Source: an optimization exercise on an open RTL-to-GDS flow (aim: small area and a short achievable clock period). Production flows keep margins and buffers that such runs may drop.
Function was checked by simulation only, so behaviour that the tests miss may differ from the original.
Power figures rest on the tool's default switching activity, not on a simulated workload.

## ex_stage
module ex_stage (
	input  logic        clk,
	input  logic        arst_n_i,
	input  logic [306:0] ex_in_flat_i,  
	input  logic [31:0] mem_rdata_i,
	input  logic        irq_i,
	input  logic [31:0] irq_addr_i,
	output logic [97:0] mem_flat_o,    
	output logic [82:0] wb_flat_o,     
	output logic [32:0] jump_flat_o    
);
Size: ~2,400 cells after synthesis, ~180 flip-flops, ~590 I/O pins.
Settings: LEC_CHECK=0, CAP_MARGIN=20, CORE_MARGIN=2, CORE_UTILIZATION=40, SETUP_SLACK_MARGIN=1.0, SLEW_MARGIN=20; clock period 5.0 ns.
standard.sh (not shown) runs the stock make flow with config.mk's settings and CLKGATE_MAP_FILE= SYNTH_SCRIPT=/design/flow/synth_recipe.tcl, a recipe that flattens the netlist after the stock synthesis.
==> flow/flow/run.sh <==
#!/bin/bash
set -e
rm -rf scripts_mod
cp -r "$FLOW_HOME/scripts" scripts_mod
printf 'strash\ndch\nmap -a\ntopo\n' > scripts_mod/abc_area.script
export BUFFER_PORTS_ARGS="-buffer_cell sky130_fd_sc_hd__buf_1"
bash standard.sh SCRIPTS_DIR="$PWD/scripts_mod" ABC_AREA=1 ABC_CLOCK_PERIOD_IN_PS=3000 finish > standard.log 2>&1
Change:
==> flow/flow/run.sh (replaced) <==
#!/bin/bash
export BUFFER_PORTS_ARGS="-buffer_cell sky130_fd_sc_hd__buf_1"
bash standard.sh > standard.log 2>&1
- SETUP_SLACK_MARGIN: 1.0 -> 1.5
Outcome: Routed wire length increases by about 10%; final cell count fell by about 4%; die area rose by 13%; flip-flop and latch count stays the same.
Change:
- SETUP_SLACK_MARGIN: 1.5 -> 1.0
Result: Total power falls by about 4.3%; die area stays the same; global-route usage rose by 1.0 points.
Change:
==> flow/flow/run.sh (replaced) <==
#!/bin/bash
set -e
rm -rf scripts_mod
cp -r "$FLOW_HOME/scripts" scripts_mod
printf 'strash\ndch\nmap -a\ntopo\nstime -c\nbuffer -c\nupsize -c\ndnsize -c\n' > scripts_mod/abc_area.script
export BUFFER_PORTS_ARGS="-buffer_cell sky130_fd_sc_hd__buf_1"
bash standard.sh SCRIPTS_DIR="$PWD/scripts_mod" ABC_AREA=1 ABC_CLOCK_PERIOD_IN_PS=3000 ADDER_MAP_FILE= finish > standard.log 2>&1
- SETUP_SLACK_MARGIN: 1.0 -> 1.5
After rerunning:
- sequential share of layout area rises by 1.1 points
- via count hardly moves
- flip-flop and latch count is unchanged
- routed wire length falls by 9.6%
- die area falls by 13%
- global-route usage rises by 0.64 points


ex_stage, a different RTL version from the one above (not shown whole).
Size in the first run: about 120 flip-flops, about 590 I/O pins, about 15000 um^2 of cells after synthesis.
Settings: LEC_CHECK=0, CAP_MARGIN=20, CORE_MARGIN=2, CORE_UTILIZATION=40, SETUP_SLACK_MARGIN=1.7, SLEW_MARGIN=20; clock period 5.0 ns.
==> flow/flow/run.sh <==
#!/bin/bash
set -e
rm -rf scripts_mod
cp -r "$FLOW_HOME/scripts" scripts_mod
printf 'strash\ndch\nmap -a\ntopo\nstime -c\nbuffer -c\nupsize -c\ndnsize -c\n' > scripts_mod/abc_area.script
export BUFFER_PORTS_ARGS="-buffer_cell sky130_fd_sc_hd__buf_1"
bash standard.sh SCRIPTS_DIR="$PWD/scripts_mod" ABC_AREA=1 ABC_CLOCK_PERIOD_IN_PS=3000 ADDER_MAP_FILE= finish > standard.log 2>&1
The first run finished clean.
Edit:
==> flow/flow/run.sh (replaced) <==
#!/bin/bash
set -e
rm -rf scripts_mod
cp -r "$FLOW_HOME/scripts" scripts_mod
printf 'strash\ndch\nmap -D 2100\ntopo\nstime -c\nbuffer -c\nupsize -c\ndnsize -c\n' > scripts_mod/abc_area.script
export BUFFER_PORTS_ARGS="-buffer_cell sky130_fd_sc_hd__buf_1"
bash standard.sh SCRIPTS_DIR="$PWD/scripts_mod" ABC_AREA=1 ABC_CLOCK_PERIOD_IN_PS=2100 ADDER_MAP_FILE= finish > standard.log 2>&1
Settings changed: SETUP_SLACK_MARGIN 1.7 to 1.5.
Effect:
- via count goes down by 2.5%
- wire length goes down by 2.5%
- count of clock-buffer cells in the layout stays the same
- worst setup slack loses 0.0046 ns
- total power goes down by 5.7%
- clock power goes down by about 4%
- sequential share of layout area goes up by 0.94 points
- worst hold slack gains 0.069 ns


## v39
ex_stage again, from the RTL that the note above started with.
clock: 5.0 ns
lec_check: 0
cap_margin: 20
core_margin: 2
core_utilization: 40
setup_slack_margin: 1.5
slew_margin: 20
tns_end_percent: 10
==> flow/flow/run.sh <==
#!/bin/bash
set -e
rm -rf scripts_mod
cp -r "$FLOW_HOME/scripts" scripts_mod
printf 'strash\ndch\nmap -a\ntopo\nstime -c\nbuffer -c\nupsize -c\ndnsize -c\n' > scripts_mod/abc_area.script
export BUFFER_PORTS_ARGS="-buffer_cell sky130_fd_sc_hd__buf_1"
bash standard.sh SCRIPTS_DIR="$PWD/scripts_mod" ABC_AREA=1 ABC_CLOCK_PERIOD_IN_PS=3000 ADDER_MAP_FILE= finish > standard.log 2>&1
v39 reached the end of the flow, and the finished layout is clean on the timing, design-rule and antenna checks.
Setup changes, v39 to v33
==> flow/flow/run.sh <==
#!/bin/bash
set -e
rm -rf scripts_mod
cp -r "$FLOW_HOME/scripts" scripts_mod
printf 'strash\ndch\nmap -D 1800\ntopo\nstime -c\nbuffer -c\nupsize -c\ndnsize -c\n' > scripts_mod/abc_area.script
export BUFFER_PORTS_ARGS="-buffer_cell sky130_fd_sc_hd__buf_1"
bash standard.sh SCRIPTS_DIR="$PWD/scripts_mod" ABC_AREA=1 ABC_CLOCK_PERIOD_IN_PS=1800 ADDER_MAP_FILE= finish > standard.log 2>&1
-- flow/config.mk --
<<< v39, line 8
export CAP_MARGIN = 20
export CORE_MARGIN = 2
export CORE_UTILIZATION = 40
export SETUP_SLACK_MARGIN = 1.5
export SLEW_MARGIN = 20
export TNS_END_PERCENT = 10
>>> v33, line 8
export CAP_MARGIN = 20
export CORE_MARGIN = 2
export CORE_UTILIZATION = 50
export SETUP_SLACK_MARGIN = 1.5
export SLEW_MARGIN = 20
Results
The flow did not stop early for v33: all stages ran, and the layout cleared the timing, design-rule and antenna checks. Compared with v39, in v33 die area fell by 19%, core footprint went down by 7100 sq um, cell area has decreased. Fill cell total of the finished layout, v33 vs v39: down by more than a quarter. The number of instances in the synthesized netlist was comparable across v33 and v39. On combinational power, the higher figure sits with v39, not v33. Across both runs, setup slack was higher for v33 than for v39. Diff v33 and v39: period utilization higher in v39. In the flow results for v33 and v39, the maximum number of pins on one net before global-route repair is larger on v33. The remaining global-route overflow on v39 is in line with that on v33. Status: internal cell power parity (v33, v39).
### v33 -> v22
==> flow/flow/run.sh <==
#!/bin/bash
set -e
rm -rf scripts_mod
cp -r "$FLOW_HOME/scripts" scripts_mod
printf 'strash\ndch\nmap -a\ntopo\nstime -c\nbuffer -c\nupsize -c\ndnsize -c\n' > scripts_mod/abc_area.script
export BUFFER_PORTS_ARGS="-buffer_cell sky130_fd_sc_hd__buf_1"
bash standard.sh SCRIPTS_DIR="$PWD/scripts_mod" ABC_AREA=1 ABC_CLOCK_PERIOD_IN_PS=3000 ADDER_MAP_FILE= finish > standard.log 2>&1
-- flow/config.mk --
<<< v33, line 8
export CAP_MARGIN = 20
export CORE_MARGIN = 2
export CORE_UTILIZATION = 50
export SETUP_SLACK_MARGIN = 1.5
export SLEW_MARGIN = 20
>>> v22, line 8
export CAP_MARGIN = 20
export CORE_MARGIN = 2
export CORE_UTILIZATION = 40
export SETUP_SLACK_MARGIN = 1.5
export SLEW_MARGIN = 20
v22 vs v33 — power rose 0.000052 W. Launch point of the worst path: ex_in_flat_i[83] -> v33, ex_in_flat_i[228] -> v22. v22 against v33: area added between synthesis and finish shows an increase of 5.0 points, final-layout worst hold slack shows a reduction of 0.10 ns, number of buffer and inverter instances along the worst setup path shows a reduction of 2, final sequential cell count shows no meaningful change, fill cell total of the finished layout shows an increase of 38%. v33 has higher area after synthesis than v22. Diff v33 -> v22 | number of well taps | up by more than a quarter. Compared with v33, v22 shows a combinational group power that is about 4% higher. Relative to v33, the normalized max-slew margin of v22 is higher by 2.6 points. Placeable core region went up by more than 10% going from v33 to v22.

-- what the ideal ports hide --
How much do the figures lean on ideal ports? The routed layouts below were timed once more, with nothing changed but the port constraints.
Step 1 assumes that a clkbuf_16 drives the clock port and a buf_2 every other input.
Step 2, shift: input delay + t, output delay - t, t = (earliest + latest rising clock arrival at the registers) / 2. This alone moves slack from input paths to output paths.
Three values: ideal, step 1, step 2; two values: the first two.
| run | t, ns | setup WS [ns] | worst setup path after step 2 | worst slew at a driven data input, ns | cell pins on the clock port's net |
|---|---|---|---|---|---|
| the first run of note 1 | 0.527 | 1.052 / 1.053 / 0.526 | input to register | 0.16 | 1 |
| the second run of note 1 | 0.569 | 1.335 / 1.300 / 0.731 | input to register | 0.12 | 1 |
| the third run of note 1 | 0.567 | 1.029 / 1.057 / 0.490 | input to register | 0.15 | 1 |
| the fourth run of note 1 | 0.530 | 1.466 / 1.430 / 0.900 | input to register | 0.16 | 1 |
| the first run of note 2 | 0.516 | 1.457 / 1.449 / 0.933 | input to register | 0.14 | 1 |
| the second run of note 2 | 0.540 | 1.452 / 1.480 / 0.940 | input to register | 0.14 | 1 |
| v39 | 0.519 | 1.468 / 1.437 / 0.918 | input to register | 0.11 | 1 |
| v33 | 0.506 | 1.528 / 1.488 / 0.982 | input to register | 0.16 | 1 |
| v22 | 0.516 | 1.494 / 1.494 / 0.978 | input to register | 0.14 | 1 |
After both steps setup and hold are still met in every run listed. For the second run of note 1, which loses most, drivers alone change the setup slack by -0.035 ns; drivers and shift together by -0.604 ns.
